Context: an optimization exercise on an open-source flow, tuned for small area, a short achievable clock period and few clock cycles per item. The choices shown serve that exercise and are no tape-out recipe. In this exercise RTL edits were held to simulation tests only and were not proved equivalent to the original. Power and IR drop assume default switching activity.

===== config.mk =====
export PLATFORM = sky130hd
export DESIGN_NAME = source_text_tokenizer
export DESIGN_NICKNAME = source_text_tokenizer
export VERILOG_FILES = /design/flow/design.v
export SDC_FILE = /design/flow/constraint.sdc
export NUM_CORES = 4
export LEC_CHECK = 0
export CAP_MARGIN = 20
export CORE_MARGIN = 2
export CORE_UTILIZATION = 40
export SETUP_SLACK_MARGIN = 2
export SLEW_MARGIN = 20

===== constraint.sdc =====
create_clock -name core_clock -period 5.0 [get_ports {clk_i}]
set_input_delay 1.0000 -clock core_clock [delete_from_list [all_inputs] [get_ports {clk_i}]]
set_output_delay 1.0000 -clock core_clock [all_outputs]
set_load 0.01 [all_outputs]

===== design.v =====
package stt_pkg;
  localparam int unsigned LineBits   = 16;
  localparam int unsigned ColBits    = 16;
  localparam int unsigned OffsetBits = 32;
  localparam int unsigned LengthBits = 16;
  localparam int unsigned KindBits   = 5;
  typedef logic [LineBits-1:0]   line_t;
  typedef logic [ColBits-1:0]    col_t;
  typedef logic [OffsetBits-1:0] offset_t;
  typedef logic [LengthBits-1:0] length_t;
  localparam logic [7:0] ChNul   = 8'h00;
  localparam logic [7:0] ChTab   = 8'h09;
  localparam logic [7:0] ChLf    = 8'h0A;
  localparam logic [7:0] ChCr    = 8'h0D;
  localparam logic [7:0] ChSpace = 8'h20;
  localparam logic [7:0] ChBang  = 8'h21;
  localparam logic [7:0] ChDot   = 8'h2E;
  localparam logic [7:0] ChEq    = 8'h3D;
  localparam logic [7:0] ChUnder = 8'h5F;
  typedef enum logic [KindBits-1:0] {
    TK_ILLEGAL  = 5'd0,
    TK_EOF      = 5'd1,
    TK_IDENT    = 5'd2,
    TK_INT      = 5'd3,
    TK_DOUBLE   = 5'd4,
    TK_ASSIGN   = 5'd5,
    TK_EQ       = 5'd6,
    TK_BANG     = 5'd7,
    TK_NOT_EQ   = 5'd8,
    TK_PLUS     = 5'd9,
    TK_MINUS    = 5'd10,
    TK_ASTERISK = 5'd11,
    TK_SLASH    = 5'd12,
    TK_MODULO   = 5'd13,
    TK_SEMI     = 5'd14,
    TK_LPAREN   = 5'd15,
    TK_RPAREN   = 5'd16,
    TK_COMMA    = 5'd17,
    TK_LBRACE   = 5'd18,
    TK_RBRACE   = 5'd19,
    TK_LT       = 5'd20,
    TK_GT       = 5'd21
  } token_kind_e;
  typedef enum logic [2:0] {
    MODE_IDLE   = 3'd0,
    MODE_IDENT  = 3'd1,
    MODE_NUM    = 3'd2,
    MODE_NUMDOT = 3'd3,
    MODE_EQ     = 3'd4,
    MODE_BANG   = 3'd5
  } scan_mode_e;
  typedef struct packed {
    token_kind_e kind;
    line_t       line;
    col_t        col;
    offset_t     offset;
    length_t     len;
    logic        last;
  } tok_t;
  function automatic logic is_alpha(input logic [7:0] c);
    is_alpha = ((c >= 8'h61 && c <= 8'h7A) || (c >= 8'h41 && c <= 8'h5A) || (c == stt_pkg::ChUnder));
  endfunction
  function automatic logic is_digit(input logic [7:0] c);
    is_digit = (c >= 8'h30 && c <= 8'h39);
  endfunction
  function automatic logic is_space(input logic [7:0] c);
    is_space = ((c == stt_pkg::ChSpace) || (c == stt_pkg::ChTab) || (c == stt_pkg::ChLf) || (c == stt_pkg::ChCr));
  endfunction
  function automatic token_kind_e single_kind(input logic [7:0] c);
    token_kind_e k;
    unique case (c)
      8'h2B:   k = stt_pkg::TK_PLUS;
      8'h2D:   k = stt_pkg::TK_MINUS;
      8'h2A:   k = stt_pkg::TK_ASTERISK;
      8'h2F:   k = stt_pkg::TK_SLASH;
      8'h25:   k = stt_pkg::TK_MODULO;
      8'h3B:   k = stt_pkg::TK_SEMI;
      8'h28:   k = stt_pkg::TK_LPAREN;
      8'h29:   k = stt_pkg::TK_RPAREN;
      8'h2C:   k = stt_pkg::TK_COMMA;
      8'h7B:   k = stt_pkg::TK_LBRACE;
      8'h7D:   k = stt_pkg::TK_RBRACE;
      8'h3C:   k = stt_pkg::TK_LT;
      8'h3E:   k = stt_pkg::TK_GT;
      default: k = stt_pkg::TK_ILLEGAL;
    endcase
    single_kind = k;
  endfunction
  localparam int unsigned TokBits = KindBits + LineBits + ColBits + OffsetBits + LengthBits + 1;
  function automatic logic [TokBits-1:0] mk_tok(input token_kind_e kind, input line_t line,
                                                input col_t col, input offset_t offset,
                                                input length_t len);
    mk_tok = {kind, line, col, offset, len, 1'b0};
  endfunction
endpackage
module source_text_tokenizer (
  input  logic                             clk_i,
  input  logic                             rst_ni,
  input  logic                             txt_valid_i,
  output logic                             txt_ready_o,
  input  logic [7:0]                       txt_char_i,
  input  logic                             txt_end_i,
  output logic                             tok_valid_o,
  input  logic                             tok_ready_i,
  output logic [stt_pkg::KindBits-1:0]     tok_kind_o,
  output logic [stt_pkg::LineBits-1:0]     tok_line_o,
  output logic [stt_pkg::ColBits-1:0]      tok_col_o,
  output logic [stt_pkg::OffsetBits-1:0]   tok_offset_o,
  output logic [stt_pkg::LengthBits-1:0]   tok_length_o,
  output logic                             tok_last_o
);
  typedef struct packed {
    logic       e;
    logic       al;
    logic       dg;
    logic       dt;
    logic       eq;
    logic       bg;
    logic       lf;
    logic       sg;
    logic [4:0] sk;
  } cls_t;
  typedef struct packed {
    logic id;
    logic num;
    logic dot;    
    logic op;     
  } mode_t;
  typedef struct packed {
    logic       v;       
    logic       sa;      
    logic       sb;      
    logic       last;
    logic       fin;     
    logic       stp;     
    logic       lrun;    
    logic [1:0] lsm;     
    logic [4:0] kind;
  } pres_t;
  function automatic cls_t classify(input logic [7:0] c, input logic end_i);
    cls_t r;
    logic e;
    e    = end_i || (c == stt_pkg::ChNul);
    r.e  = e;
    r.al = !e && stt_pkg::is_alpha(c);
    r.dg = !e && stt_pkg::is_digit(c);
    r.dt = !e && (c == stt_pkg::ChDot);
    r.eq = !e && (c == stt_pkg::ChEq);
    r.bg = !e && (c == stt_pkg::ChBang);
    r.lf = !e && (c == stt_pkg::ChLf);
    r.sg = !e && !stt_pkg::is_alpha(c) && !stt_pkg::is_digit(c) && !stt_pkg::is_space(c) &&
           (c != stt_pkg::ChEq) && (c != stt_pkg::ChBang);
    r.sk = stt_pkg::single_kind(c);
    classify = r;
  endfunction
  function automatic pres_t present(input cls_t x, input logic vld, input mode_t m,
                                    input logic bang, input logic seen, input logic ph);
    pres_t r;
    logic hold_dot, a_ex, c_ex, c_idle, special, sp_x;
    hold_dot = m.num && x.dt && !seen;
    a_ex     = (m.id && !x.al) || (m.num && !x.dg && !hold_dot) || (m.dot && !x.dg) || m.op;
    c_ex     = x.e || (x.sg && !hold_dot);
    c_idle   = x.e || x.sg;
    special  = m.dot && !x.dg;
    sp_x     = !(x.e || x.al || x.dg || x.eq || x.bg || x.sg);
    r.sa     = a_ex && !ph;
    r.sb     = special && ph;
    r.v      = vld && (a_ex || c_ex);
    if (r.sa) begin
      r.last = !special && !c_ex;
      r.fin  = !special && !c_ex;
      r.stp  = 1'b0;
      r.lrun = !m.op;
      r.lsm  = {x.eq, !x.eq};
      if (m.id)       r.kind = stt_pkg::TK_IDENT;
      else if (m.op)  r.kind = bang ? (x.eq ? stt_pkg::TK_NOT_EQ : stt_pkg::TK_BANG)
                                    : (x.eq ? stt_pkg::TK_EQ : stt_pkg::TK_ASSIGN);
      else            r.kind = (m.num && seen) ? stt_pkg::TK_DOUBLE : stt_pkg::TK_INT;
    end else if (r.sb) begin
      r.last = !c_idle;
      r.fin  = sp_x;
      r.stp  = !sp_x;
      r.lrun = 1'b0;
      r.lsm  = 2'd1;
      r.kind = stt_pkg::TK_ILLEGAL;
    end else begin
      r.last = 1'b1;
      r.fin  = 1'b1;
      r.stp  = 1'b0;
      r.lrun = 1'b0;
      r.lsm  = {1'b0, !x.e};
      r.kind = x.e ? stt_pkg::TK_EOF : x.sk;
    end
    present = r;
  endfunction
  logic cur_vld_q, skd_vld_q, cur_vld_d;
  cls_t cur_q, skd_q, in_cls, cur_d;
  mode_t            mode_q, mode_d;
  logic             bang_q, bang_d;    
  logic             seen_q, seen_d;    
  stt_pkg::line_t   line_q, line_d;
  stt_pkg::col_t    col_q, col_d, tsc_q;
  stt_pkg::offset_t off_q, off_d, tso_q;
  stt_pkg::length_t run_q, run_d;
  logic             ph_q, ph_d;        
  logic             ctop_q, otop_q;    
  pres_t            pr_q, pr_d;
  logic hold_dot, absorbed, start;
  logic take, consume, step, cur_free, in_xfer;
  logic adv, two, lf_adv, radv;
  logic off_top, col_top, run_top, oc1, cc1, rc1;
  assign hold_dot = mode_q.num && cur_q.dt && !seen_q;
  assign absorbed = (mode_q.id && cur_q.al) || (mode_q.num && cur_q.dg) || hold_dot ||
                    (mode_q.dot && cur_q.dg) || (mode_q.op && cur_q.eq);
  assign start    = !cur_q.e && !absorbed && (cur_q.al || cur_q.dg || cur_q.eq || cur_q.bg);
  assign tok_valid_o  = pr_q.v;
  assign tok_kind_o   = pr_q.kind;
  assign tok_last_o   = pr_q.last;
  assign tok_line_o   = line_q;
  assign tok_col_o    = pr_q.sa ? tsc_q : {col_q[15:1], col_q[0] || (pr_q.sb && ctop_q)};
  assign tok_offset_o = pr_q.sa ? tso_q : {off_q[31:1], off_q[0] || (pr_q.sb && otop_q)};
  assign tok_length_o = pr_q.lrun ? run_q : {14'd0, pr_q.lsm};
  assign take     = pr_q.v && tok_ready_i;
  assign step     = take && pr_q.stp;
  assign consume  = (cur_vld_q && !pr_q.v) || (take && pr_q.fin);
  assign cur_free = !cur_vld_q || consume;
  assign txt_ready_o = !skd_vld_q;
  assign in_xfer     = txt_valid_i && !skd_vld_q;
  assign in_cls      = classify(txt_char_i, txt_end_i);
  assign adv    = step || (consume && !cur_q.e && !hold_dot);
  assign two    = consume && mode_q.dot;
  assign lf_adv = consume && cur_q.lf;
  assign radv   = consume && (mode_q.id || mode_q.num || mode_q.dot) && absorbed && !hold_dot;
  assign off_top = &off_q[31:1];
  assign col_top = &col_q[15:1];
  assign run_top = &run_q[15:1];
  assign oc1     = adv && !off_top && (two || off_q[0]);
  assign cc1     = adv && !col_top && (two || col_q[0]);
  assign rc1     = radv && !run_top && (mode_q.dot || run_q[0]);
  always_comb begin
    cur_vld_d = cur_vld_q;
    cur_d     = cur_q;
    if (cur_free) begin
      cur_vld_d = skd_vld_q || in_xfer;
      cur_d     = skd_vld_q ? skd_q : in_cls;
    end
    ph_d = ph_q;
    if (consume || step) begin
      ph_d = 1'b0;
    end else if (take) begin
      ph_d = 1'b1;
    end
    off_d[0] = adv ? (off_top || (off_q[0] ^ !two)) : off_q[0];
    for (int i = 1; i < 32; i++) begin
      off_d[i] = off_q[i] ^ (oc1 && (&(off_q | ~((32'd1 << i) - 32'd2))));
    end
    line_d[0] = line_q[0] ^ (lf_adv && !(&line_q));
    for (int i = 1; i < 16; i++) begin
      line_d[i] = line_q[i] ^ (lf_adv && !(&line_q) && (&(line_q | ~((16'd1 << i) - 16'd1))));
    end
    col_d[0] = lf_adv || (adv ? (col_top || (col_q[0] ^ !two)) : col_q[0]);
    for (int i = 1; i < 16; i++) begin
      col_d[i] = !lf_adv && (col_q[i] ^ (cc1 && (&(col_q | ~((16'd1 << i) - 16'd2)))));
    end
    if (consume && start) begin
      run_d = stt_pkg::length_t'(1);
    end else begin
      run_d[0] = radv ? (run_top || (run_q[0] ^ !mode_q.dot)) : run_q[0];
      for (int i = 1; i < 16; i++) begin
        run_d[i] = run_q[i] ^ (rc1 && (&(run_q | ~((16'd1 << i) - 16'd2))));
      end
    end
    mode_d = mode_q;
    bang_d = bang_q;
    seen_d = seen_q;
    if (step) begin
      mode_d.dot = 1'b0;
    end else if (consume) begin
      mode_d.id  = start ? cur_q.al : (mode_q.id && cur_q.al);
      mode_d.num = start ? cur_q.dg : (mode_q.num && cur_q.dg) || (mode_q.dot && cur_q.dg);
      mode_d.dot = hold_dot;
      mode_d.op  = start && (cur_q.eq || cur_q.bg);
      if (start) begin
        bang_d = cur_q.bg;
        seen_d = 1'b0;
      end else if (mode_q.dot && cur_q.dg) begin
        seen_d = 1'b1;
      end
    end
    pr_d = present(cur_d, cur_vld_d, mode_d, bang_d, seen_d, ph_d);
  end
  always_ff @(posedge clk_i or negedge rst_ni) begin
    if (!rst_ni) begin
      cur_vld_q <= 1'b0;
      skd_vld_q <= 1'b0;
      ph_q      <= 1'b0;
      mode_q    <= '0;
      line_q    <= stt_pkg::line_t'(1);
      col_q     <= stt_pkg::col_t'(1);
      off_q     <= '0;
      pr_q.v    <= 1'b0;
    end else begin
      cur_vld_q <= cur_vld_d;
      skd_vld_q <= cur_free ? 1'b0 : (skd_vld_q || in_xfer);
      ph_q      <= ph_d;
      mode_q    <= mode_d;
      line_q    <= line_d;
      col_q     <= col_d;
      off_q     <= off_d;
      pr_q.v    <= pr_d.v;
    end
  end
  always_ff @(posedge clk_i) begin
    cur_q  <= cur_d;
    if (!skd_vld_q) begin
      skd_q <= in_cls;
    end
    if (consume && start) begin
      tsc_q <= col_q;
      tso_q <= off_q;
    end
    run_q  <= run_d;
    bang_q <= bang_d;
    seen_q <= seen_d;
    ctop_q <= col_top;
    otop_q <= off_top;
    {pr_q.sa, pr_q.sb, pr_q.last, pr_q.fin, pr_q.stp, pr_q.lrun, pr_q.lsm, pr_q.kind} <=
      {pr_d.sa, pr_d.sb, pr_d.last, pr_d.fin, pr_d.stp, pr_d.lrun, pr_d.lsm, pr_d.kind};
  end
endmodule

===== run.sh =====
#!/bin/bash
# synth_recipe.tcl (not shown) runs the flow's synth.tcl, then flattens the netlist and writes it again
# the make line also repeats each setting of config.mk as NAME=value (left out here)
make -C /OpenROAD-flow-scripts/flow DESIGN_CONFIG=/design/flow/config.mk WORK_HOME=/design/flow/orfs CLKGATE_MAP_FILE= SYNTH_SCRIPT=/design/flow/synth_recipe.tcl finish

==> results of run 1 <==
==> logic make-up after synthesis <==
logic type / Yosys count / share of synthesized area (%)
simple gates: 268 / 17.2
flops: 179 / 54.9
compound gates: 95 / 8.71
xor+xnor: 68 / 7.36
mux: 56 / 7.77
buf+inv: 50 / 2.82
fa+ha+maj: 8 / 1.24
==> area by class of cell <==
cell class	count	area [um^2]	area share [%]
sequential	179	4440	43.9
clock buffer	17	425	4.21
inverter	20	83.8	0.829
timing repair buffer	110	1100	10.9
tap	270	338	3.34
clock inverter	15	180	1.78
multi-input combinational	496	3540	35.0
==> state kept, by name, indices dropped and copies added (netlist names) <==
signal	cells
cur_vld_q	1
seen_q	1
bang_q	1
mode_q	4
cur_q	13
otop_q	1
col_q	16
tsc_q	16
off_q	32
skd_q	13
line_q	16
ctop_q	1
run_q	16
pr_q	14
tso_q	32
ph_q	1
skd_vld_q	1
==> stage by stage <==
| step | cells | worst slack, ps | hold slack, ps |
|---|---|---|---|
| 3_5_place_dp | 1066 | 1110 | 431 |
| 4_1_cts | 1107 | 2000 | 447 |
| 2_1_floorplan | 724 | 2170 | 404 |
| 3_3_place_gp | 1066 | 1180 | 427 |
| 6_report | 1107 | 2130 | 444 |
| 5_1_grt | 1107 | 2000 | 471 |
==> synth_stat cells, drive strengths merged, types with 7 or more instances <==
cell type,instances
ha,8
xor2,36
edfxtp,49
clkbuf,18
mux2,54
dfxtp,58
and3,9
inv,19
dfrtp,70
nand4,18
o21ai,20
nor2b,8
buf,12
nor3,15
a21oi,20
nor2,60
xnor2,32
nand2b,7
nand3,38
nand2,57
and2,25
==> power breakdown <==
| part | switching (mW) | internal [mW] |
|---|---|---|
| combinational | 0.853 | 0.895 |
| clock | 0.572 | 0.791 |
| sequential | 0.184 | 1.78 |
| total | 1.61 | 3.47 |
==> layer usage <==
metal | wire length (um) | track usage (%) | vias up | part of all wire [%]
met3 | 597 | 3.50 | 27 | 3.3
met1 | 7920 | 21.2 | 2838 | 44
met4 | 462 | 7.62 | 0 | 2.6
li1 | - | - | 2793 | -
met2 | 8910 | 28.8 | 123 | 50
met5 | 0 | 0 | - | 0
==> layout by cell type, fill, tap and decap left out, drive strengths merged, types with 4 or more instances in the layout <==
cell type / n
clkinv: 7
mux2: 54
nor2b: 8
clkdlybuf4s50: 89
a21oi: 20
nand2: 57
nand3b: 4
clkbuf: 19
nand4: 18
edfxtp: 49
and3: 9
nor2: 60
o21ai: 20
nor4: 6
inv: 23
buf: 11
a31oi: 7
a41oi: 4
nor3b: 6
a211oi: 4
xor2: 36
xnor2: 32
dfrtp: 70
nand2b: 7
and2: 25
nand3: 38
nor3: 15
dfxtp: 58
ha: 8
==> worst max path at each step <==
| stage | startpoint | endpoint | slack, ps | cells after the start |
|---|---|---|---|---|
| 6_report | txt_char_i[2] | pr_q[3]$_DFF_P_ | 2130 | 7 |
| 2_1_floorplan | txt_char_i[4] | pr_q[7]$_SDFF_PN0_ | 2170 | 8 |
| 3_3_place_gp | txt_char_i[2] | pr_q[5]$_DFF_P_ | 1180 | 8 |
| 4_1_cts | txt_char_i[1] | pr_q[3]$_DFF_P_ | 2000 | 7 |
| 3_5_place_dp | txt_char_i[2] | pr_q[3]$_DFF_P_ | 1110 | 7 |
| 5_1_grt | tok_ready_i | off_q[20]$_DFF_PN0_ | 2000 | 10 |
==> what timing repair did <==
item,CTS,global route
pin swaps,2,4
gates cloned,1,0
setup endpoints to repair,81,24
resized for setup,27,15
buffers inserted,8,0
==> tightest hold or removal path: cells and delay by family (launching register included) <==
kind	cells	cell delay (ps)
flip-flops	1	310
AND/OR/NAND/NOR	2	110
==> flow_metrics.env, run 1 <==
export IMPL_synth_top_area_share_pct=21.7
export IMPL_stdcell_area_mm2=0.0101
export IMPL_fp_dieW_um=146
export IMPL_synth_area_leader_cell="dfrtp_1"
export IMPL_power_leakage_nw=4.09
export IMPL_drtAntennaViolNets=0
export IMPL_final_max_slew_viol_count=0
export IMPL_cp_top_family="compound AO/OA/AOI/OAI gates"
export IMPL_dieArea_mm2=0.0214
export IMPL_synthFlopType="dfrtp_1"
export IMPL_yosys_warnings=1
export IMPL_ys_seq_area_share_pct=54.9
export IMPL_root_buffer="clkbuf_16"
export IMPL_layout_nets=845
export IMPL_drc=0
export IMPL_vias_per_cell=5.22
export IMPL_antenna_found_initial=0
export IMPL_area_growth_pct=25.0
export IMPL_pin_count=101
export IMPL_cts_buffers_inserted=17
export IMPL_clock_path_buffers=2
export IMPL_fin_skew_ps=7.53
export IMPL_final_core_util_pct=50.5
export IMPL_setup_viol=0
export IMPL_ctsHoldBuffers=0
export IMPL_rrSetupSlack_ps=2380
export IMPL_track_usage_pct=17.1
export IMPL_r2r_cells=9
export IMPL_reg2reg_to="off_q[20]$_DFF_PN0_"
export IMPL_syn_area_mm2=0.00809
export IMPL_finalPower_mw=5.08
export IMPL_worstMarginPinSlew_ps=1000
export IMPL_synthCells=724
export IMPL_path_common_cell="a31oi_4"
export IMPL_path_buf_inv=1
export IMPL_hold_path_depth=2
export IMPL_grt_pass1_vias=5733
export IMPL_grt_remaining_overflow=0
export IMPL_first_pass_iters=4
export IMPL_hold_class="flip-flop to flip-flop"
export IMPL_drt_wl_total_um=17900
export IMPL_max_slew_margin_rel_pct=32.7
export IMPL_criticalPathCategory="input port to flip-flop"
export IMPL_initial_core_util_pct=40.4
export IMPL_fin_crit_sh_pct=57.5
export IMPL_clock_sinks=179
export IMPL_crit_chain="clkdlybuf4s15_2 > nor4_1 > a21boi_2 > or4bb_1 > a31oi_4 > a31oi_4 > o41ai_1"
export IMPL_syn_avg_cell_area_um2=11.2
export IMPL_io_buffers=100
export IMPL_coreArea_mm2=0.0200
export IMPL_gp_congestion=0.891
export IMPL_grt_pass1_wl_um=29300
export IMPL_peakVddDrop_mv=0.299
export IMPL_maxCapViolCount=0
export IMPL_min_to="skd_q[7]$_DFF_P_"
export IMPL_cp_end_kind="flip-flop"
export IMPL_ys_seq_elements=179
export IMPL_timing_rr_start="pr_q[13]$_DFF_PN0_"
export IMPL_num_vias=5781
export IMPL_synthArstFlopShare_pct=40.2
export IMPL_synth_area_leaders="dfrtp_1 22%, edfxtp_1 18%, dfxtp_1 14%"
export IMPL_final_layout_size_suffix_gt1_share_pct=16.6
export IMPL_synth_edff_count=49
export IMPL_timing_fmax_mhz=348
export IMPL_cp_data_arrival_time_ps=3190
export IMPL_n_fill_cell=1831
export IMPL_max_stage_delay_ps=560
export IMPL_fin_tns_setup_ps=0
export IMPL_grt_setup_unrepaired="yes"
export IMPL_hp_start="skd_q[7]$_DFF_P_"
export IMPL_crit_fanout=23
export IMPL_min_period_ps=2870
export IMPL_cp_start_kind="input port"
export IMPL_clk_insertion_delay_late_ps=420
export IMPL_drt_initial_drc_count=266
export IMPL_diodes=0
export IMPL_grt_max_degree=73
export IMPL_powerDensity_mw_per_mm2=502
export IMPL_hold_viol=0
export IMPL_crit_required_ps=5310
export IMPL_placed_cell_area_mm2=0.00930
export IMPL_detail_route_wl_per_cell_um=16.2
export IMPL_syn_num_nets=745
export IMPL_dp_hpwl_um=12100
export IMPL_status="finished clean"
export IMPL_synth_cell_types=75
export IMPL_die_height_um=146
export IMPL_cts_tree="built"
export IMPL_clk_pin_slew_worst_paths_ps=70
export IMPL_crit_slowest_cell="or4bb_1"
export IMPL_htreeDepth=4
export IMPL_rows=52
Testbench counts, summed over its fixed seeds: cycles 24,838, bytes 24,017.
==> run 2: changes to the inputs <==
--- a/config.mk
+++ b/config.mk
@@ -10,3 +10,3 @@
 export CORE_UTILIZATION = 40
-export SETUP_SLACK_MARGIN = 2
+export SETUP_SLACK_MARGIN = 2.5
 export SLEW_MARGIN = 20
==> run 2 against run 1 <==
  * First-iteration DRC count rose by 20%
  * Worst hold slack improved by 4.6 ps
  * Utilization rose by 4.3 points
  * Sequential power barely moved
  * Cell area rose by 8.4%
  * Clock power barely moved
  * Fmax rose by 8.1%
  * Highest routed layer unchanged
==> flow_metrics.env, run 2 <==
export IMPL_status="finished clean"
export IMPL_hp_start="skd_q[7]$_DFF_P_"
export IMPL_io_buffers=100
export IMPL_hold_viol=0
export IMPL_diodes=0
export IMPL_coreArea_mm2=0.0200
export IMPL_grt_setup_unrepaired="yes"
export IMPL_criticalPathCategory="flip-flop to output port"
export IMPL_power_leakage_nw=4.70
export IMPL_n_fill_cell=1736
export IMPL_path_common_cell="buf_6"
export IMPL_final_cells=1152
export IMPL_drt_initial_drc_count=319
export IMPL_detail_route_wl_per_cell_um=16.7
export IMPL_top_layer_used="met4"
export IMPL_final_max_slew_viol_count=0
export IMPL_drt_wl_total_um=19300
export IMPL_dp_hpwl_um=12400
export IMPL_min_to="skd_q[7]$_DFF_P_"
export IMPL_p_sw_mw=1.79
export IMPL_cp_top_family="buffers and inverters"
export IMPL_ctsHoldBuffers=0
export IMPL_drc=0
export IMPL_path_buf_inv=4
export IMPL_synth_top_area_share_pct=21.7
export IMPL_rows=52
export IMPL_grt_remaining_overflow=0
export IMPL_final_layout_size_suffix_gt1_share_pct=29.4
export IMPL_clk_pin_slew_worst_paths_ps=60
export IMPL_syn_avg_cell_area_um2=11.2
export IMPL_maxCapViolCount=0
export IMPL_peakVddDrop_mv=0.268
export IMPL_place_inst=1066
export IMPL_vias_per_cell=5.19
export IMPL_cts_buffers_inserted=17
export IMPL_fin_crit_sh_pct=53.2
export IMPL_grt_pass1_vias=6043
export IMPL_hold_slack_ps=448
export IMPL_track_usage_pct=18.0
export IMPL_crit_slowest_cell="dfxtp_4"
export IMPL_fp_dieW_um=146
export IMPL_synth_edff_count=49
export IMPL_r2r_cells=7
export IMPL_p_int_mw=3.88
export IMPL_ys_seq_area_share_pct=54.9
export IMPL_syn_area_mm2=0.00809
export IMPL_synth_area_leader_cell="dfrtp_1"
export IMPL_yosys_top_cells_count="70 x dfrtp_1, 60 x nor2_1, 58 x dfxtp_1"
export IMPL_pin_count=101
export IMPL_reg_largest_list="off_q x32, tso_q x32"
export IMPL_die_height_um=146
export IMPL_dieArea_mm2=0.0214
export IMPL_drt_met1_wl_um=8030
export IMPL_fin_skew_ps=8.35
export IMPL_crit_chain="buf_6 > buf_6 > buf_16 > mux2_4 > buf_6"
export IMPL_crit_required_ps=4000
export IMPL_synth_cell_types=75
export IMPL_clk_insertion_delay_late_ps=420
export IMPL_synthCells=724
export IMPL_max_slew_margin_rel_pct=38.6
export IMPL_clock_path_buffers=2
export IMPL_rrSetupSlack_ps=2550
export IMPL_gp_congestion=0.918
export IMPL_htreeDepth=4
export IMPL_setup_viol=0
export IMPL_mostFrequentLayoutCell="dfrtp_1"
export IMPL_initial_core_util_pct=40.4
export IMPL_ys_seq_elements=179
export IMPL_swShare_pct=31.6
export IMPL_timing_fmax_mhz=376
export IMPL_pwr_share_comb_pct=41.7
export IMPL_num_vias=5984
export IMPL_synth_area_leaders="dfrtp_1 22%, edfxtp_1 18%, dfxtp_1 14%"
export IMPL_root_buffer="clkbuf_16"
export IMPL_cp_end_kind="output port"
export IMPL_first_pass_iters=4
export IMPL_finalPower_mw=5.67
export IMPL_stdcell_area_mm2=0.0110
export IMPL_timing_rr_start="mode_q[3]$_DFF_PN0_"
export IMPL_yosys_warnings=1
export IMPL_placed_cell_area_mm2=0.00942
export IMPL_synth_most_common_cell="dfrtp_1"
export IMPL_p_clk_share_pct=23.5
export IMPL_crit_fanout=6
export IMPL_synthFlopType="dfrtp_1"
export IMPL_cp_start_kind="flip-flop"
export IMPL_grt_max_degree=73
export IMPL_antenna_found_initial=0
export IMPL_synthArstFlopShare_pct=40.2
export IMPL_routed_wl_met3_um=790
export IMPL_hold_path_depth=2
export IMPL_area_growth_pct=35.6
export IMPL_seqPwrFrac_pct=34.8
export IMPL_drtAntennaViolNets=0
export IMPL_grt_pass1_wl_um=31000
export IMPL_cp_data_arrival_time_ps=1660
export IMPL_powerDensity_mw_per_mm2=517
export IMPL_max_stage_delay_ps=440
export IMPL_worstMarginPinSlew_ps=921
export IMPL_fin_tns_setup_ps=0
export IMPL_min_period_ps=2660
export IMPL_syn_num_nets=745
export IMPL_clock_sinks=179
export IMPL_cts_tree="built"
export IMPL_met2_length_um=10000
export IMPL_final_cell_mix="67 x dfrtp_1, 59 x nor2_1, 56 x dfxtp_1"
export IMPL_reg2reg_to="pr_q[1]$_DFF_P_"
export IMPL_layout_nets=890
export IMPL_hold_class="flip-flop to flip-flop"
## run 2: cell count changes in the layout (fill, tap and decap cells not counted), sizes merged
cell / before / now
and4: 3 / 4
buf: 11 / 100
clkbuf: 19 / 26
clkdlybuf4s15: 3 / 0
clkdlybuf4s50: 89 / 22
clkinv: 7 / 8
clkinvlp: 2 / 0
dlygate4sd2: 2 / 27
dlymetal6s2s: 3 / 0
inv: 23 / 20
## run 2: metrics by stage
step / util, % / worst slack, ps
detailed placement: 47.0 / 1090
floorplan: - / 2340
CTS: 52.7 / 2300
finish: 54.7 / 2340
global route: 54.7 / 2290
global placement: 47.0 / 1220
## run 2: how the worst max path moves through the flow
stage | slack, ps | end | cells past startpoint | start
floorplan | 2340 | pr_q[3]$_DFF_P_ | 9 | txt_char_i[1]
global placement | 1220 | pr_q[3]$_DFF_P_ | 7 | txt_char_i[2]
detailed placement | 1090 | pr_q[3]$_DFF_P_ | 7 | txt_char_i[2]
CTS | 2300 | tok_offset_o[12] | 5 | pr_q[12]$_DFF_P_
global route | 2290 | tok_col_o[9] | 3 | pr_q[12]$_DFF_P_
finish | 2340 | tok_offset_o[12] | 5 | pr_q[12]$_DFF_P_
## run 2: kinds of logic (layout without fill, tap and decap cells)
| logic type | count (synthesis) | in the layout | share of synthesized area [%] |
|---|---|---|---|
| mux | 56 | 56 | 7.77 |
| compound gates | 95 | 96 | 8.71 |
| flops | 179 | 179 | 54.9 |
| fa+ha+maj | 8 | 8 | 1.24 |
| buf+inv | 50 | 206 | 2.82 |
| simple gates | 268 | 269 | 17.2 |
| xor+xnor | 68 | 68 | 7.36 |
## run 2: final cells by class
| type | count | area (um^2) | area share (%) |
|---|---|---|---|
| tap | 270 | 338 | 3.08 |
| inverter | 20 | 85.1 | 0.776 |
| multi-input combinational | 497 | 3940 | 35.9 |
| timing repair buffer | 154 | 1570 | 14.3 |
| clock buffer | 21 | 450 | 4.11 |
| sequential | 179 | 4450 | 40.6 |
| clock inverter | 11 | 135 | 1.23 |
## run 2: timing repair
item                                    4_1_cts  5_1_grt
resized for setup                           291      109
pin swaps                                    17       16
cloned                                        4        2
buffers inserted                             31       17
endpoints found under the setup margin      204       89
## run 2: worst reg2reg max path, cell delays in order, from the launching register on
cell     delay, ps
dfrtp_1        410
a221o_1        380
or3_4          380
o32ai_4        360
a211o_4        230
a31oi_4        140
buf_4          190
o31ai_2        260
## run 2: per-layer routing
metal | vias to the layer above | track usage [%]
li1 | 2876 | -
met1 | 2935 | 21.2
met2 | 142 | 32.2
met3 | 31 | 3.97
met4 | 0 | 7.09
met5 | - | 0
## run 2: power by group through the flow
| stage | Clock, mW | Combinational, mW | Sequential [mW] |
|---|---|---|---|
| finish | 1.33 | 2.36 | 1.97 |
| global route | 1.41 | 2.53 | 2.00 |
| CTS | 1.36 | 2.07 | 1.96 |
| detailed placement | 0 | 1.61 | 2.02 |
| global placement | 0 | 1.59 | 2.01 |
| floorplan | 0 | 1.03 | 1.93 |
==> run 3: changes to the inputs <==
--- a/config.mk
+++ b/config.mk
@@ -10,3 +10,3 @@
 export CORE_UTILIZATION = 40
-export SETUP_SLACK_MARGIN = 2.5
+export SETUP_SLACK_MARGIN = 3
 export SLEW_MARGIN = 20
==> run 3 against run 2 <==
  * Clock skew is 3.9 ps higher
  * Critical path depth decreased by 1
  * First-iteration DRC count increased by 6.0%
  * Global-route usage grew 1.4 points
  * Non-clock buffer count is 88 higher
  * Largest cell class is now multi-input gates
  * Utilization is 7.9 points higher
  * Setup slack improved by 37 ps
  * Routed wire length up 14%
  * Clock-buffer cell count decreased by 4
  * Die area unchanged
  * Largest power group unchanged
  * Still clean on timing, DRC and antenna
==> flow_metrics.env, run 3 <==
export IMPL_syn_area_mm2=0.00809
export IMPL_pwr_share_comb_pct=47.0
export IMPL_crit_fanout=7
export IMPL_synth_fa_ha_area_share_pct=1.24
export IMPL_syn_num_nets=745
export IMPL_n_fill_cell=1593
export IMPL_place_inst=1066
export IMPL_min_period_ps=2620
export IMPL_clk_insertion_delay_late_ps=440
export IMPL_synth_simple_area_share_pct=17.2
export IMPL_crit_required_ps=4000
export IMPL_gp_congestion=0.834
export IMPL_final_layout_size_suffix_gt1_share_pct=52.1
export IMPL_p_int_mw=4.15
export IMPL_powerDensity_mw_per_mm2=493
export IMPL_yosys_warnings=1
export IMPL_multiInputGateArea_mm2=0.00453
export IMPL_hold_path_depth=2
export IMPL_maxCapViolCount=0
export IMPL_crit_cells=4
export IMPL_grt_pass1_wl_um=33300
export IMPL_hold_class="flip-flop to flip-flop"
export IMPL_cp_start_kind="flip-flop"
export IMPL_synth_area_leaders="dfrtp_1 22%, edfxtp_1 18%, dfxtp_1 14%"
export IMPL_synth_edff_count=49
export IMPL_area_growth_pct=55.2
export IMPL_drc=0
export IMPL_drt_wl_total_um=21900
export IMPL_initial_core_util_pct=40.4
export IMPL_max_stage_delay_ps=470
export IMPL_diodes=0
export IMPL_peakVddDrop_mv=0.327
export IMPL_antenna_found_initial=0
export IMPL_first_pass_iters=7
export IMPL_synthFlopType="dfrtp_1"
export IMPL_synth_cell_types=75
export IMPL_hold_viol=0
export IMPL_mostFrequentLayoutCell="buf_6"
export IMPL_die_height_um=146
export IMPL_worstMarginPinSlew_ps=965
export IMPL_layout_nets=978
export IMPL_cp_data_arrival_time_ps=1620
export IMPL_timing_fmax_mhz=381
export IMPL_final_cell_mix="102 x buf_6, 87 x buf_4, 54 x dfrtp_1"
export IMPL_track_usage_pct=19.5
export IMPL_status="finished clean"
export IMPL_p_sw_mw=2.04
export IMPL_synth_most_common_cell="dfrtp_1"
export IMPL_reg_largest_list="off_q x32, tso_q x32"
export IMPL_detail_route_wl_per_cell_um=17.7
export IMPL_ys_seq_elements=179
export IMPL_synth_area_leader_cell="dfrtp_1"
export IMPL_yosys_top_cells_count="70 x dfrtp_1, 60 x nor2_1, 58 x dfxtp_1"
export IMPL_hp_start="skd_q[7]$_DFF_P_"
export IMPL_vias_per_cell=5.22
export IMPL_p_clk_share_pct=21.0
export IMPL_min_to="skd_q[7]$_DFF_P_"
export IMPL_criticalPathCategory="flip-flop to output port"
export IMPL_reg2reg_to="pr_q[3]$_DFF_P_"
export IMPL_grt_max_degree=73
export IMPL_coreArea_mm2=0.0200
export IMPL_muxShareOfSynthArea_pct=7.77
export IMPL_path_buf_inv=3
export IMPL_grt_remaining_overflow=0
export IMPL_timing_rr_start="mode_q[1]$_DFF_PN0_"
export IMPL_dp_hpwl_um=12200
export IMPL_cts_tree="built"
export IMPL_seqPwrFrac_pct=32.0
export IMPL_clock_sinks=179
export IMPL_clk_pin_slew_worst_paths_ps=70
export IMPL_fin_skew_ps=12.2
export IMPL_root_buffer="clkbuf_16"
export IMPL_rrSetupSlack_ps=2490
export IMPL_fin_crit_sh_pct=52.5
export IMPL_final_cells=1240
export IMPL_htreeDepth=4
export IMPL_grt_setup_unrepaired="yes"
export IMPL_final_max_slew_viol_count=0
export IMPL_synth_xor_area_share_pct=7.37
export IMPL_fin_tns_setup_ps=0
export IMPL_max_slew_margin_rel_pct=35.6
export IMPL_synthCells=724
export IMPL_clock_path_buffers=2
export IMPL_power_leakage_nw=5.46
export IMPL_cp_top_family="flip-flops"
export IMPL_setup_viol=0
export IMPL_io_buffers=100
export IMPL_num_vias=6473
export IMPL_synthArstFlopShare_pct=40.2
export IMPL_swShare_pct=33.0
export IMPL_dieArea_mm2=0.0214
export IMPL_synth_top_area_share_pct=21.7
export IMPL_finalPower_mw=6.19
export IMPL_drtAntennaViolNets=0
export IMPL_syn_avg_cell_area_um2=11.2
export IMPL_synth_top_family_by_area="simple AND/OR/NAND/NOR gates"
export IMPL_crit_slowest_cell="dfxtp_4"
export IMPL_ctsHoldBuffers=0
export IMPL_seq_area_mm2=0.00447
export IMPL_cts_buffers_inserted=17
export IMPL_ys_seq_area_share_pct=54.9
export IMPL_cp_end_kind="output port"
export IMPL_crit_chain="buf_12 > buf_8 > mux2_4 > buf_6"
export IMPL_drt_initial_drc_count=338
export IMPL_r2r_cells=8
export IMPL_final_core_util_pct=62.6
export IMPL_synth_compound_area_share_pct=8.71
export IMPL_grt_pass1_vias=6386
export IMPL_pin_count=101
export IMPL_fp_dieW_um=146
export IMPL_rows=52
-- run 3: changes by cell type in the layout (fill, tap and decap cells not counted), moves of 14 or more --
cell and delta:
clkdlybuf4s50_1 -21, buf_2 +16, dlygate4sd2_1 -27, buf_6 +55
and2_1 -14, buf_4 +50, nand3_1 -18, nand3_2 +17
-- run 3: cell type report --
| cell class | count | share of cell area, % |
|---|---|---|
| Tap cell | 270 | 2.69 |
| Sequential cell | 179 | 35.6 |
| Clock buffer | 17 | 3.39 |
| Inverter | 20 | 0.688 |
| Timing Repair Buffer | 242 | 20.4 |
| Clock inverter | 15 | 1.16 |
| Multi-Input combinational cell | 497 | 36.1 |
-- run 3: cell families (layout without fill, tap and decap cells) --
family,after synthesis,in the layout
simple gates,268,269
buf+inv,50,294
mux,56,56
fa+ha+maj,8,8
xor+xnor,68,68
flops,179,179
compound gates,95,96
-- run 3: per-stage QoR --
stage	hold WS, ps	area [um^2]	setup slack (ps)
detailed placement	429	9620	1150
finish	446	12600	2380
CTS	449	11700	2390
global route	474	12600	2350
floorplan	404	8580	2340
global placement	426	9600	1240
-- run 3: worst max-delay path by stage --
| stage | from | to | slack [ps] |
|---|---|---|---|
| 2_1_floorplan | txt_char_i[1] | pr_q[3]$_DFF_P_ | 2340 |
| 4_1_cts | pr_q[12]$_DFF_P_ | tok_offset_o[14] | 2390 |
| 6_report | pr_q[12]$_DFF_P_ | tok_offset_o[30] | 2380 |
| 3_3_place_gp | txt_char_i[2] | pr_q[5]$_DFF_P_ | 1240 |
| 5_1_grt | pr_q[12]$_DFF_P_ | tok_col_o[7] | 2350 |
| 3_5_place_dp | txt_char_i[2] | pr_q[3]$_DFF_P_ | 1150 |
-- run 3: per-layer routing --
metal | share of wire [%] | vias to the layer above | global-route usage [%]
met4 | 1.7 | 0 | 6.21
li1 | - | 3060 | -
met1 | 43 | 3226 | 24.5
met5 | 0 | - | 0
met2 | 53 | 155 | 34.1
met3 | 3.1 | 32 | 3.56
-- run 3: tightest hold or removal path: stages, from the launching register on --
cell	delay [ps]
dfxtp_1	310
nand2_1	60
nand2_1	50
-- run 3: power groups by stage --
stage	Combinational (mW)	Sequential (mW)	Clock (mW)
CTS	2.59	1.97	1.32
floorplan	1.14	1.93	0
global route	3.08	2.01	1.38
finish	2.91	1.98	1.30
detailed placement	1.67	2.04	0
global placement	1.59	2.06	0
-- run 3: repair_timing --
| action | in CTS | in global routing |
|---|---|---|
| gates resized for setup | 648 | 106 |
| setup buffers | 93 | 35 |
| pin swaps | 59 | 59 |
| setup endpoints to repair | 261 | 202 |
| cloned | 9 | 5 |
==> run 4: changes to the inputs <==
==> flow/run.sh (new file) <==
#!/bin/bash
# The standard layout (standard.sh, the standard flow's own ORFS run) with these ORFS
# settings changed; make's full output goes to make.log here, each ORFS step's
# log to orfs/logs.
set -euo pipefail
export BUFFER_PORTS_ARGS="-buffer_cell sky130_fd_sc_hd__buf_2"
bash standard.sh > make.log 2>&1
==> standard.sh (new file) <==
#!/bin/bash
# synth_recipe.tcl (not shown) runs the flow's synth.tcl, then flattens the netlist and writes it again
# the make line also repeats each setting of config.mk as NAME=value (left out here)
make -C /OpenROAD-flow-scripts/flow DESIGN_CONFIG=/design/flow/config.mk WORK_HOME=/design/flow/orfs CLKGATE_MAP_FILE= SYNTH_SCRIPT=/design/flow/synth_recipe.tcl "${@:-finish}"
--- a/config.mk
+++ b/config.mk
@@ -10,3 +10,4 @@
 export CORE_UTILIZATION = 40
-export SETUP_SLACK_MARGIN = 3
+export CTS_BUF_LIST = sky130_fd_sc_hd__clkbuf_8
+export SETUP_SLACK_MARGIN = 2.5
 export SLEW_MARGIN = 20
removed: run.sh
==> run 4 against run 3 <==
  * Clock power down about 30%
  * Sequential power hardly changed
  * Final cell count is 8.7% lower
  * First-iteration DRC count increased by 23%
  * Global-route usage shrank 3.3 points
  * Largest cell class is now sequential cells
  * Routed wire length shrank 19%
  * Worst hold slack got worse by 7.3 ps
  * Critical path depth is the same
  * Utilization down 12 points
  * Combinational power is 33% lower
==> flow_metrics.env, run 4 <==
export IMPL_synth_cell_types=75
export IMPL_drt_initial_drc_count=417
export IMPL_synth_top_area_share_pct=21.7
export IMPL_track_usage_pct=16.2
export IMPL_clk_insertion_delay_late_ps=450
export IMPL_antenna_found_initial=0
export IMPL_n_fill_cell=1824
export IMPL_max_slew_margin_rel_pct=35.1
export IMPL_vias_per_cell=5.11
export IMPL_ctsHoldBuffers=0
export IMPL_io_buffers=100
export IMPL_clk_pin_slew_worst_paths_ps=80
export IMPL_synthFlopType="dfrtp_1"
export IMPL_timing_fmax_mhz=390
export IMPL_dp_hpwl_um=11500
export IMPL_stdcell_area_mm2=0.0101
export IMPL_hold_slack_ps=439
export IMPL_grt_setup_unrepaired="yes"
export IMPL_dieArea_mm2=0.0214
export IMPL_drt_met1_wl_um=8020
export IMPL_synth_edff_count=49
export IMPL_layout_nets=870
export IMPL_mostFrequentLayoutCell="buf_2"
export IMPL_synthArstFlopShare_pct=40.2
export IMPL_grt_max_degree=73
export IMPL_final_layout_size_suffix_gt1_share_pct=32.7
export IMPL_htreeDepth=4
export IMPL_seq_area_mm2=0.00445
export IMPL_crit_fanout=6
export IMPL_fin_crit_sh_pct=51.2
export IMPL_cp_data_arrival_time_ps=1560
export IMPL_finalPower_mw=4.83
export IMPL_met2_length_um=8840
export IMPL_maxCapViolCount=0
export IMPL_cts_buffers_inserted=17
export IMPL_cp_end_kind="output port"
export IMPL_syn_area_mm2=0.00809
export IMPL_detail_route_wl_per_cell_um=15.6
export IMPL_ys_seq_area_share_pct=54.9
export IMPL_synthCells=724
export IMPL_yosys_top_cells_count="70 x dfrtp_1, 60 x nor2_1, 58 x dfxtp_1"
export IMPL_gp_congestion=0.853
export IMPL_synth_area_leaders="dfrtp_1 22%, edfxtp_1 18%, dfxtp_1 14%"
export IMPL_area_growth_pct=25.1
export IMPL_hold_class="flip-flop to flip-flop"
export IMPL_coreArea_mm2=0.0200
export IMPL_initial_core_util_pct=40.4
export IMPL_setup_viol=0
export IMPL_reg_largest_list="off_q x32, tso_q x32"
export IMPL_top_layer_used="met4"
export IMPL_die_height_um=146
export IMPL_synth_area_leader_cell="dfrtp_1"
export IMPL_cts_tree="built"
export IMPL_fin_tns_setup_ps=0
export IMPL_multiInputGateArea_mm2=0.00379
export IMPL_fin_skew_ps=15.9
export IMPL_rows=52
export IMPL_diodes=0
export IMPL_grt_pass1_vias=5404
export IMPL_drt_wl_total_um=17700
export IMPL_grt_remaining_overflow=0
export IMPL_status="finished clean"
export IMPL_clock_path_buffers=2
export IMPL_power_leakage_nw=4.36
export IMPL_syn_avg_cell_area_um2=11.2
export IMPL_num_vias=5784
export IMPL_drc=0
export IMPL_ys_seq_elements=179
export IMPL_cp_start_kind="flip-flop"
export IMPL_crit_required_ps=4000
export IMPL_first_pass_iters=5
export IMPL_final_core_util_pct=50.5
export IMPL_peakVddDrop_mv=0.191
export IMPL_clock_sinks=179
export IMPL_synth_most_common_cell="dfrtp_1"
export IMPL_pin_count=101
export IMPL_fp_dieW_um=146
export IMPL_powerDensity_mw_per_mm2=477
export IMPL_worstMarginPinSlew_ps=974
export IMPL_final_cell_mix="70 x buf_2, 68 x dfrtp_1, 59 x nor2_1"
export IMPL_min_period_ps=2560
export IMPL_syn_num_nets=745
export IMPL_root_buffer="clkbuf_8"
export IMPL_routed_wl_met3_um=590
export IMPL_hold_viol=0
export IMPL_criticalPathCategory="flip-flop to output port"
export IMPL_yosys_warnings=1
export IMPL_drtAntennaViolNets=0
export IMPL_grt_pass1_wl_um=27700
export IMPL_placed_cell_area_mm2=0.00892
export IMPL_final_max_slew_viol_count=0
run 4: worst paths after layout:
check | startpoint | depth (start not counted) | slack, ps | endpoint
worst max register to register | cur_q[11]$_DFF_P_ | 9 | 2560 | pr_q[1]$_DFF_P_
min in group asynchronous | rst_ni | 1 | 680 | off_q[4]$_DFF_PN0_
worst min register to register | cur_q[4]$_DFF_P_ | 2 | 440 | cur_q[4]$_DFF_P_
max in group asynchronous | rst_ni | 1 | 3590 | skd_vld_q$_DFF_PN0_
worst min-delay path | cur_q[4]$_DFF_P_ | 2 | 440 | cur_q[4]$_DFF_P_
worst max-delay path | pr_q[12]$_DFF_P_ | 4 | 2440 | tok_offset_o[21]
run 4: through the flow:
step | std cells | setup slack [ps]
2_1_floorplan | 724 | 2340
3_3_place_gp | 1066 | 1870
3_5_place_dp | 1066 | 1830
4_1_cts | 1112 | 2340
5_1_grt | 1132 | 2360
6_report | 1132 | 2440
run 4: logic make-up (layout without fill, tap and decap cells):
logic type | after synthesis | in the layout | synth area share (%)
AND/OR/NAND/NOR | 268 | 268 | 17.2
multiplexers | 56 | 56 | 7.77
buffers and inverters | 50 | 187 | 2.82
XOR/XNOR | 68 | 68 | 7.36
adder cells (fa/ha/maj) | 8 | 8 | 1.24
AO/OA/AOI/OAI | 95 | 96 | 8.71
flip-flops | 179 | 179 | 54.9
run 4: layer usage:
metal  track usage [%]  up-vias
li1                  -     2837
met1              21.1     2813
met2              26.2      115
met3              4.22       19
met4              5.92        0
met5                 0        -
run 4: layout make-up:
type	count	share of cell area (%)
sequential	179	44.0
multi-input combinational	496	37.5
timing repair buffer	135	10.7
tap	270	3.34
clock buffer	18	2.45
clock inverter	14	1.14
inverter	20	0.878
run 4: critical path, stage by stage, from the launching register on:
cell and delay (ps):
dfxtp_4 430, buf_12 130, clkbuf_16 140, mux2_4 300
buf_6 120
run 4: where the power goes:
| group | internal [mW] | leakage, nW | switching (mW) |
|---|---|---|---|
| Clock | 0.402 | 0.179 | 0.511 |
| Sequential | 1.78 | 1.85 | 0.187 |
| Combinational | 0.994 | 2.33 | 0.948 |
| Total | 3.18 | 4.36 | 1.65 |
run 4: repair_timing:
item | 4_1_cts | 5_1_grt
buffers inserted | 11 | 19
setup endpoints to repair | 126 | 89
hold endpoints to repair | 0 | 0
cloned | 3 | 1
resized for setup | 40 | 76
pin swaps | 7 | 12
==> run 5: changes to the inputs <==
--- a/flow/run.sh
+++ b/flow/run.sh
@@ -5,3 +5,3 @@
 set -euo pipefail
-export BUFFER_PORTS_ARGS="-buffer_cell sky130_fd_sc_hd__buf_2"
+export BUFFER_PORTS_ARGS="-buffer_cell sky130_fd_sc_hd__buf_1"
 bash standard.sh > make.log 2>&1
--- a/config.mk
+++ b/config.mk
@@ -11,3 +11,3 @@
 export CTS_BUF_LIST = sky130_fd_sc_hd__clkbuf_8
-export SETUP_SLACK_MARGIN = 2.5
+export SETUP_SLACK_MARGIN = 3
 export SLEW_MARGIN = 20
==> run 5 against run 4 <==
  * Still clean
  * Clock-buffer cell count decreased by 1
  * Sequential power barely moved
  * Setup slack worse by 6.6 ps
  * Register-to-register slack got worse by 50 ps
  * Flip-flop and latch count stayed put
  * Cell area grew 16%
  * Global-route usage increased by 2.1 points
  * Via count up 7.9%
  * Non-clock buffer count up 92
  * Worst hold slack improved by 8.1 ps
  * Sequential share of layout area shrank 5.9 points
  * Critical path type unchanged
  * Largest power group is now combinational cells
==> flow_metrics.env, run 5 <==
export IMPL_grt_remaining_overflow=0
export IMPL_synthArstFlopShare_pct=40.2
export IMPL_fp_dieW_um=146
export IMPL_setup_viol=0
export IMPL_diodes=0
export IMPL_dp_hpwl_um=11600
export IMPL_final_layout_size_suffix_gt1_share_pct=47.5
export IMPL_layout_nets=963
export IMPL_cts_buffers_inserted=17
export IMPL_maxCapViolCount=0
export IMPL_rows=52
export IMPL_gp_congestion=0.819
export IMPL_antenna_found_initial=0
export IMPL_track_usage_pct=18.3
export IMPL_vias_per_cell=5.09
export IMPL_grt_max_degree=41
export IMPL_final_cells=1225
export IMPL_yosys_top_cells_count="70 x dfrtp_1, 60 x nor2_1, 58 x dfxtp_1"
export IMPL_synthCells=724
export IMPL_max_slew_margin_rel_pct=47.9
export IMPL_dieArea_mm2=0.0214
export IMPL_syn_area_mm2=0.00809
export IMPL_synth_area_leader_cell="dfrtp_1"
export IMPL_final_cell_mix="77 x buf_4, 71 x buf_6, 56 x dfrtp_1"
export IMPL_peakVddDrop_mv=0.240
export IMPL_coreArea_mm2=0.0200
export IMPL_clock_path_buffers=2
export IMPL_drt_wl_total_um=20200
export IMPL_clk_pin_slew_worst_paths_ps=90
export IMPL_rrSetupSlack_ps=2510
export IMPL_yosys_warnings=1
export IMPL_fin_skew_ps=13.0
export IMPL_hold_class="flip-flop to flip-flop"
export IMPL_min_period_ps=2570
export IMPL_status="finished clean"
export IMPL_cp_start_kind="flip-flop"
export IMPL_final_max_slew_viol_count=0
export IMPL_synth_most_common_cell="dfrtp_1"
export IMPL_ys_seq_area_share_pct=54.9
export IMPL_reg_largest_list="off_q x32, tso_q x32"
export IMPL_hold_viol=0
export IMPL_worstMarginPinSlew_ps=775
export IMPL_synth_edff_count=49
export IMPL_synth_cell_types=75
export IMPL_criticalPathCategory="flip-flop to output port"
export IMPL_htreeDepth=4
export IMPL_die_height_um=146
export IMPL_crit_required_ps=4000
export IMPL_powerDensity_mw_per_mm2=469
export IMPL_synth_top_area_share_pct=21.7
export IMPL_first_pass_iters=5
export IMPL_cts_tree="built"
export IMPL_fin_tns_setup_ps=0
export IMPL_ys_seq_elements=179
export IMPL_drt_initial_drc_count=309
export IMPL_clock_sinks=179
export IMPL_cp_data_arrival_time_ps=1570
export IMPL_mostFrequentLayoutCell="buf_4"
export IMPL_grt_setup_unrepaired="yes"
export IMPL_synth_area_leaders="dfrtp_1 22%, edfxtp_1 18%, dfxtp_1 14%"
export IMPL_detail_route_wl_per_cell_um=16.5
export IMPL_drc=0
export IMPL_place_inst=1067
export IMPL_clk_insertion_delay_late_ps=460
export IMPL_grt_pass1_vias=5934
export IMPL_syn_num_nets=745
export IMPL_pin_count=101
export IMPL_initial_core_util_pct=40.4
export IMPL_root_buffer="clkbuf_8"
export IMPL_syn_avg_cell_area_um2=11.2
export IMPL_num_vias=6241
export IMPL_power_leakage_nw=4.98
export IMPL_fin_crit_sh_pct=51.4
export IMPL_cp_end_kind="output port"
export IMPL_synthFlopType="dfrtp_1"
export IMPL_timing_fmax_mhz=389
export IMPL_drtAntennaViolNets=0
export IMPL_area_growth_pct=45.3
export IMPL_crit_fanout=9
export IMPL_grt_pass1_wl_um=31100
export IMPL_io_buffers=100
[run 5: cell counts after synthesis]
Identical to the previous run, type by type.
[run 5: worst paths after layout]
path | startpoint | endpoint | depth (start not counted)
max | pr_q[12]$_DFF_P_ | tok_offset_o[31] | 3
min in group asynchronous | rst_ni | off_q[14]$_DFF_PN0_ | 1
min | skd_q[7]$_DFF_P_ | skd_q[7]$_DFF_P_ | 2
max in group asynchronous | rst_ni | skd_vld_q$_DFF_PN0_ | 2
max reg2reg | cur_q[11]$_DFF_P_ | pr_q[3]$_DFF_P_ | 8
min reg2reg | skd_q[7]$_DFF_P_ | skd_q[7]$_DFF_P_ | 2
[run 5: repair_timing]
item,CTS,global route
hold buffers,0,0
pin swaps,46,49
gates cloned,7,4
setup endpoints to repair,244,211
gates resized for setup,194,159
buffers inserted,81,34
[run 5: metrics by stage]
stage / power (mW) / hold slack, ps / setup WS (ps) / util [%] / cell area [um^2]
after floorplan: 3.07 / 404 / 2340 / - / 8580
after global placement: 3.38 / 426 / 1510 / 44.9 / 9000
after detailed placement: 3.40 / 422 / 1450 / 44.9 / 9000
after CTS: 5.15 / 448 / 2400 / 53.9 / 10800
after global routing: 5.79 / 472 / 2370 / 58.6 / 11800
final: 5.52 / 447 / 2430 / 58.6 / 11800
[run 5: routing by layer]
metal / vias up / track usage [%] / share of wire (%)
met5: - / 0 / 0
met3: 34 / 3.31 / 3.0
met1: 3048 / 24.1 / 45
met4: 0 / 7.28 / 2.2
li1: 3034 / - / -
met2: 125 / 30.0 / 50
[run 5: power breakdown]
group	internal [mW]	switching (mW)
clock network	0.561	0.553
registers	1.79	0.186
logic	1.29	1.14
[run 5: cell families after synthesis]
logic type      share of synthesized area, %
simple gates                            17.2
flops                                   54.9
compound gates                          8.71
xor+xnor                                7.36
mux                                     7.77
buf+inv                                 2.82
fa+ha+maj                               1.24
[run 5: area by class of cell]
class                      instances  area, um^2
fill                            1677        8290
clock inverter                    15         218
multi-input combinational        497        4370
clock buffer                      17         234
timing repair buffer             227        2020
tap                              270         338
sequential                       179        4480
inverter                          20        90.1
[run 5: worst max-delay path: stages (launching register included)]
cell,delay [ps]
dfxtp_4,460
buf_12,160
mux2_2,330
buf_1,160
==> run 6: changes to the inputs <==
--- a/flow/run.sh
+++ b/flow/run.sh
@@ -6,2 +6,3 @@
 export BUFFER_PORTS_ARGS="-buffer_cell sky130_fd_sc_hd__buf_1"
+export SKIP_GATE_CLONING=1
 bash standard.sh > make.log 2>&1
--- a/config.mk
+++ b/config.mk
@@ -11,3 +11,3 @@
 export CTS_BUF_LIST = sky130_fd_sc_hd__clkbuf_8
-export SETUP_SLACK_MARGIN = 3
+export SETUP_SLACK_MARGIN = 2.5
 export SLEW_MARGIN = 20
==> run 6 against run 5 <==
  * Via count decreased by 8.8%
  * Largest power group is now sequential cells
  * Highest routed layer is now met5
  * Still clean
  * Power decreased by 15%
  * Clock power about the same
==> flow_metrics.env, run 6 <==
export IMPL_status="finished clean"
export IMPL_clk_insertion_delay_late_ps=450
export IMPL_synth_most_common_cell="dfrtp_1"
export IMPL_path_buf_inv=2
export IMPL_stdcell_area_mm2=0.00981
export IMPL_maxCapViolCount=0
export IMPL_first_pass_iters=4
export IMPL_top_layer_used="met5"
export IMPL_area_growth_pct=21.3
export IMPL_htreeDepth=4
export IMPL_antenna_found_initial=1
export IMPL_drtAntennaViolNets=0
export IMPL_hold_viol=0
export IMPL_seqPwrFrac_pct=41.8
export IMPL_clk_pin_slew_worst_paths_ps=90
export IMPL_grt_max_degree=43
export IMPL_vias_per_cell=5.04
export IMPL_pin_count=101
export IMPL_yosys_warnings=1
export IMPL_rows=52
export IMPL_synth_top_area_share_pct=21.7
export IMPL_fin_crit_sh_pct=51.1
export IMPL_clock_sinks=179
export IMPL_initial_core_util_pct=40.4
export IMPL_grt_pass1_wl_um=27400
export IMPL_drt_wl_total_um=17200
export IMPL_ys_seq_elements=179
export IMPL_mostFrequentLayoutCell="buf_1"
export IMPL_layout_nets=867
export IMPL_root_buffer="clkbuf_8"
export IMPL_final_cell_mix="85 x buf_1, 68 x dfrtp_1, 59 x nor2_1"
export IMPL_dieArea_mm2=0.0214
export IMPL_synth_area_leader_cell="dfrtp_1"
export IMPL_cp_top_family="flip-flops"
export IMPL_grt_setup_unrepaired="yes"
export IMPL_hold_class="flip-flop to flip-flop"
export IMPL_dp_hpwl_um=11600
export IMPL_min_period_ps=2560
export IMPL_gp_congestion=0.859
export IMPL_synthCells=724
export IMPL_diodes=0
export IMPL_setup_viol=0
export IMPL_cts_tree="built"
export IMPL_finalPower_mw=4.71
export IMPL_max_stage_delay_ps=420
export IMPL_p_int_mw=3.13
export IMPL_ctsHoldBuffers=0
export IMPL_synth_edff_count=49
export IMPL_p_sw_mw=1.58
export IMPL_syn_num_nets=745
export IMPL_drc=0
export IMPL_final_core_util_pct=49.0
export IMPL_ys_seq_area_share_pct=54.9
export IMPL_synth_cell_types=75
export IMPL_die_height_um=146
export IMPL_power_leakage_nw=3.98
export IMPL_met2_length_um=8490
export IMPL_synthFlopType="dfrtp_1"
export IMPL_syn_avg_cell_area_um2=11.2
export IMPL_cp_data_arrival_time_ps=1560
export IMPL_crit_fanout=23
export IMPL_fp_dieW_um=146
export IMPL_placed_cell_area_mm2=0.00880
export IMPL_crit_slowest_cell="dfxtp_4"
export IMPL_yosys_top_cells_count="70 x dfrtp_1, 60 x nor2_1, 58 x dfxtp_1"
export IMPL_track_usage_pct=15.9
export IMPL_swShare_pct=33.5
export IMPL_io_buffers=100
export IMPL_cp_start_kind="flip-flop"
export IMPL_cts_buffers_inserted=17
export IMPL_powerDensity_mw_per_mm2=480
export IMPL_final_cells=1129
export IMPL_coreArea_mm2=0.0200
export IMPL_timing_fmax_mhz=391
export IMPL_crit_chain="buf_12 > mux2_2 > buf_1"
export IMPL_detail_route_wl_per_cell_um=15.3
export IMPL_grt_pass1_vias=5469
export IMPL_cp_end_kind="output port"
export IMPL_syn_area_mm2=0.00809
export IMPL_peakVddDrop_mv=0.208
export IMPL_worstMarginPinSlew_ps=799
export IMPL_num_vias=5693
export IMPL_fin_skew_ps=11.7
export IMPL_drt_met1_wl_um=7760
export IMPL_crit_required_ps=4000
export IMPL_synthArstFlopShare_pct=40.2
export IMPL_routed_wl_met3_um=646
export IMPL_p_clk_share_pct=23.1
export IMPL_fin_tns_setup_ps=0
export IMPL_max_slew_margin_rel_pct=46.3
export IMPL_criticalPathCategory="flip-flop to output port"
export IMPL_place_inst=1068
export IMPL_reg_largest_list="off_q x32, tso_q x32"
export IMPL_clock_path_buffers=2
export IMPL_final_layout_size_suffix_gt1_share_pct=22.9
export IMPL_grt_remaining_overflow=0
export IMPL_final_max_slew_viol_count=0
export IMPL_synth_area_leaders="dfrtp_1 22%, edfxtp_1 18%, dfxtp_1 14%"
export IMPL_pwr_share_comb_pct=35.1
export IMPL_drt_initial_drc_count=341
run 6: tightest hold or removal path: stages, from the launching register on:
cell	delay [ps]
dfxtp_1	310
nand2_1	60
nand2_1	50
run 6: per-layer routing:
| layer | track usage, % | vias up |
|---|---|---|
| li1 | - | 2828 |
| met1 | 20.3 | 2726 |
| met2 | 26.8 | 111 |
| met3 | 3.50 | 26 |
| met4 | 5.44 | 2 |
| met5 | 0 | - |
run 6: layout make-up:
cell class / instances / area (um^2)
multi-input combinational: 495 / 3760
sequential: 179 / 4450
tap: 270 / 338
timing repair buffer: 133 / 728
clock buffer: 18 / 248
clock inverter: 14 / 196
inverter: 20 / 88.8
fill: 1885 / 10200
run 6: kinds of logic after synthesis:
family          after synthesis  synth area share (%)
xor+xnor                     68                  7.36
simple gates                268                  17.2
flops                       179                  54.9
buf+inv                      50                  2.82
fa+ha+maj                     8                  1.24
compound gates               95                  8.71
mux                          56                  7.77
run 6: path summary, 6_finish.rpt:
| path | from | to | slack [ps] | cells past startpoint |
|---|---|---|---|---|
| worst min register to register | skd_q[7]$_DFF_P_ | skd_q[7]$_DFF_P_ | 450 | 2 |
| worst max register to register | mode_q[3]$_DFF_PN0_ | tso_q[8]$_DFFE_PP_ | 2540 | 5 |
| max in group asynchronous | rst_ni | line_q[0]$_DFF_PN1_ | 3510 | 2 |
| worst min-delay path | skd_q[7]$_DFF_P_ | skd_q[7]$_DFF_P_ | 450 | 2 |
| worst max-delay path | pr_q[12]$_DFF_P_ | tok_col_o[4] | 2440 | 3 |
| min in group asynchronous | rst_ni | off_q[14]$_DFF_PN0_ | 580 | 1 |
run 6: what timing repair did:
action | in CTS | in global routing
setup buffers | 10 | 19
setup endpoints to repair | 86 | 88
hold endpoints to repair | 0 | 0
pin swaps | 4 | 22
resized for setup | 40 | 55
run 6: power groups by stage:
stage | combinational, mW | sequential (mW) | clock [mW]
global route | 1.81 | 2.01 | 1.18
floorplan | 1.03 | 1.93 | 0
finish | 1.65 | 1.97 | 1.09
CTS | 1.50 | 1.96 | 1.12
global placement | 1.31 | 2.02 | 0
detailed placement | 1.31 | 2.03 | 0
run 6: through the flow:
| step | worst slack (ps) | hold WS, ps |
|---|---|---|
| 5_1_grt | 2370 | 485 |
| 4_1_cts | 2410 | 448 |
| 3_3_place_gp | 1540 | 423 |
| 2_1_floorplan | 2340 | 404 |
| 3_5_place_dp | 1410 | 429 |
| 6_report | 2440 | 448 |
==> run 7: changes to the inputs <==
--- a/config.mk
+++ b/config.mk
@@ -9,4 +9,5 @@
 export CORE_MARGIN = 2
-export CORE_UTILIZATION = 40
+export CORE_UTILIZATION = 60
 export CTS_BUF_LIST = sky130_fd_sc_hd__clkbuf_8
+export PLACE_DENSITY = 0.75
 export SETUP_SLACK_MARGIN = 2.5
==> run 7 against run 6 <==
  * Non-clock buffer count grew 8
  * Flip-flop and latch count is the same
  * Combinational power grew 18%
  * Utilization grew 26 points
  * Synthesized area is the same
  * Largest cell class unchanged
  * Largest power group unchanged
==> flow_metrics.env, run 7 <==
export IMPL_status="finished clean"
export IMPL_final_cell_mix="67 x dfrtp_1, 67 x buf_1, 58 x nor2_1"
export IMPL_ys_seq_area_share_pct=54.9
export IMPL_synthFlopType="dfrtp_1"
export IMPL_grt_setup_unrepaired="yes"
export IMPL_clk_insertion_delay_late_ps=470
export IMPL_cts_buffers_inserted=17
export IMPL_yosys_warnings=1
export IMPL_max_slew_margin_rel_pct=49.7
export IMPL_hold_path_depth=2
export IMPL_stdcell_area_mm2=0.00994
export IMPL_setup_viol=0
export IMPL_clock_sinks=179
export IMPL_fp_dieW_um=120
export IMPL_criticalPathCategory="flip-flop to output port"
export IMPL_dieArea_mm2=0.0144
export IMPL_vias_per_cell=5.77
export IMPL_power_leakage_nw=4.14
export IMPL_coreArea_mm2=0.0132
export IMPL_final_max_slew_viol_count=0
export IMPL_grt_pass1_vias=5757
export IMPL_cts_tree="built"
export IMPL_synth_most_common_cell="dfrtp_1"
export IMPL_diodes=0
export IMPL_reg_largest_list="off_q x32, tso_q x32"
export IMPL_clock_path_buffers=2
export IMPL_grt_pass1_wl_um=28800
export IMPL_final_layout_size_suffix_gt1_share_pct=26.3
export IMPL_root_buffer="clkbuf_8"
export IMPL_worstMarginPinSlew_ps=748
export IMPL_cp_start_kind="flip-flop"
export IMPL_htreeDepth=4
export IMPL_cp_data_arrival_time_ps=1660
export IMPL_clk_pin_slew_worst_paths_ps=90
export IMPL_hold_viol=0
export IMPL_drt_wl_total_um=18700
export IMPL_layout_nets=875
export IMPL_area_growth_pct=23.0
export IMPL_drc=0
export IMPL_synth_top_area_share_pct=21.7
export IMPL_peakVddDrop_mv=0.361
export IMPL_antenna_found_initial=0
export IMPL_syn_avg_cell_area_um2=11.2
export IMPL_powerDensity_mw_per_mm2=499
export IMPL_synthArstFlopShare_pct=40.2
export IMPL_r2r_cells=9
export IMPL_ys_seq_elements=179
export IMPL_synthCells=724
export IMPL_die_height_um=120
## run 7: routing by layer
metal,GRT usage [%],share of wire [%],routed length [um],up-vias
li1,-,-,-,2841
met1,32.1,40,7530,2967
met2,44.2,54,10000,181
met3,5.04,4.5,838,27
met4,8.68,1.6,297,0
met5,0,0,0,-
## run 7: cell type report
type | count | area (um^2) | area share (%)
clock inverter | 15 | 179 | 1.80
clock buffer | 17 | 234 | 2.35
timing repair buffer | 141 | 983 | 9.89
sequential | 179 | 4450 | 44.7
inverter | 20 | 81.3 | 0.818
multi-input combinational | 495 | 3800 | 38.2
tap | 176 | 220 | 2.21
## run 7: cell families after synthesis
group                      after synthesis  synth area share, %
xor gates and xnor gates                68                 7.36
buffers and inverters                   50                 2.82
DFF                                    179                 54.9
AOI/OAI and AO/OA                       95                 8.71
adders and majority gates                8                 1.24
and+or+nand+nor                        268                 17.2
muxes                                   56                 7.77
## run 7: metrics by stage
step | util [%] | power (mW) | setup slack [ps] | instances | hold slack (ps)
detailed placement | 65.9 | 3.33 | 1460 | 973 | 430
finish | 75.4 | 4.96 | 2340 | 1043 | 454
CTS | 71.9 | 4.65 | 2330 | 1028 | 453
global placement | 65.9 | 3.28 | 1570 | 973 | 418
global route | 75.4 | 5.20 | 2300 | 1043 | 471
floorplan | - | 2.96 | 2340 | 724 | 404
## run 7: repair_timing
action                                 CTS  global route
gates cloned                             0             0
endpoints found under the hold margin    0             0
gates resized for setup                 66           102
pin swaps                                9            20
setup buffers                           23            15
setup endpoints to repair              128            85
## run 7: critical path, cell delays in order (launching register included)
cell     delay (ps)
dfxtp_4         370
buf_12          130
buf_16          130
buf_12          140
buf_8           140
o21ai_2         130
buf_2           160
## run 7: where the power goes
group	internal, mW	leakage, nW	total [mW]	switching (mW)
Sequential	1.78	1.85	1.98	0.200
Combinational	0.958	2.09	1.95	0.992
Clock	0.499	0.207	1.03	0.529
## run 7: path summary, 6_finish.rpt
| check | start | to | slack (ps) |
|---|---|---|---|
| min reg2reg | cur_q[4]$_DFF_P_ | cur_q[4]$_DFF_P_ | 450 |
| min | cur_q[4]$_DFF_P_ | cur_q[4]$_DFF_P_ | 450 |
| min in group asynchronous | rst_ni | off_q[11]$_DFF_PN0_ | 540 |
| max in group asynchronous | rst_ni | col_q[0]$_DFF_PN1_ | 3600 |
| max reg2reg | pr_q[13]$_DFF_PN0_ | pr_q[3]$_DFF_P_ | 2550 |
| max | pr_q[12]$_DFF_P_ | tok_offset_o[0] | 2340 |

Check on run 7: ideal ports give 2.339 ns setup slack; a clkbuf_16 on the clock port and buf_2 on the inputs give 2.304 ns; moving port delays by the midpoint clock arrival (0.495 ns) as well gives 1.903 ns.
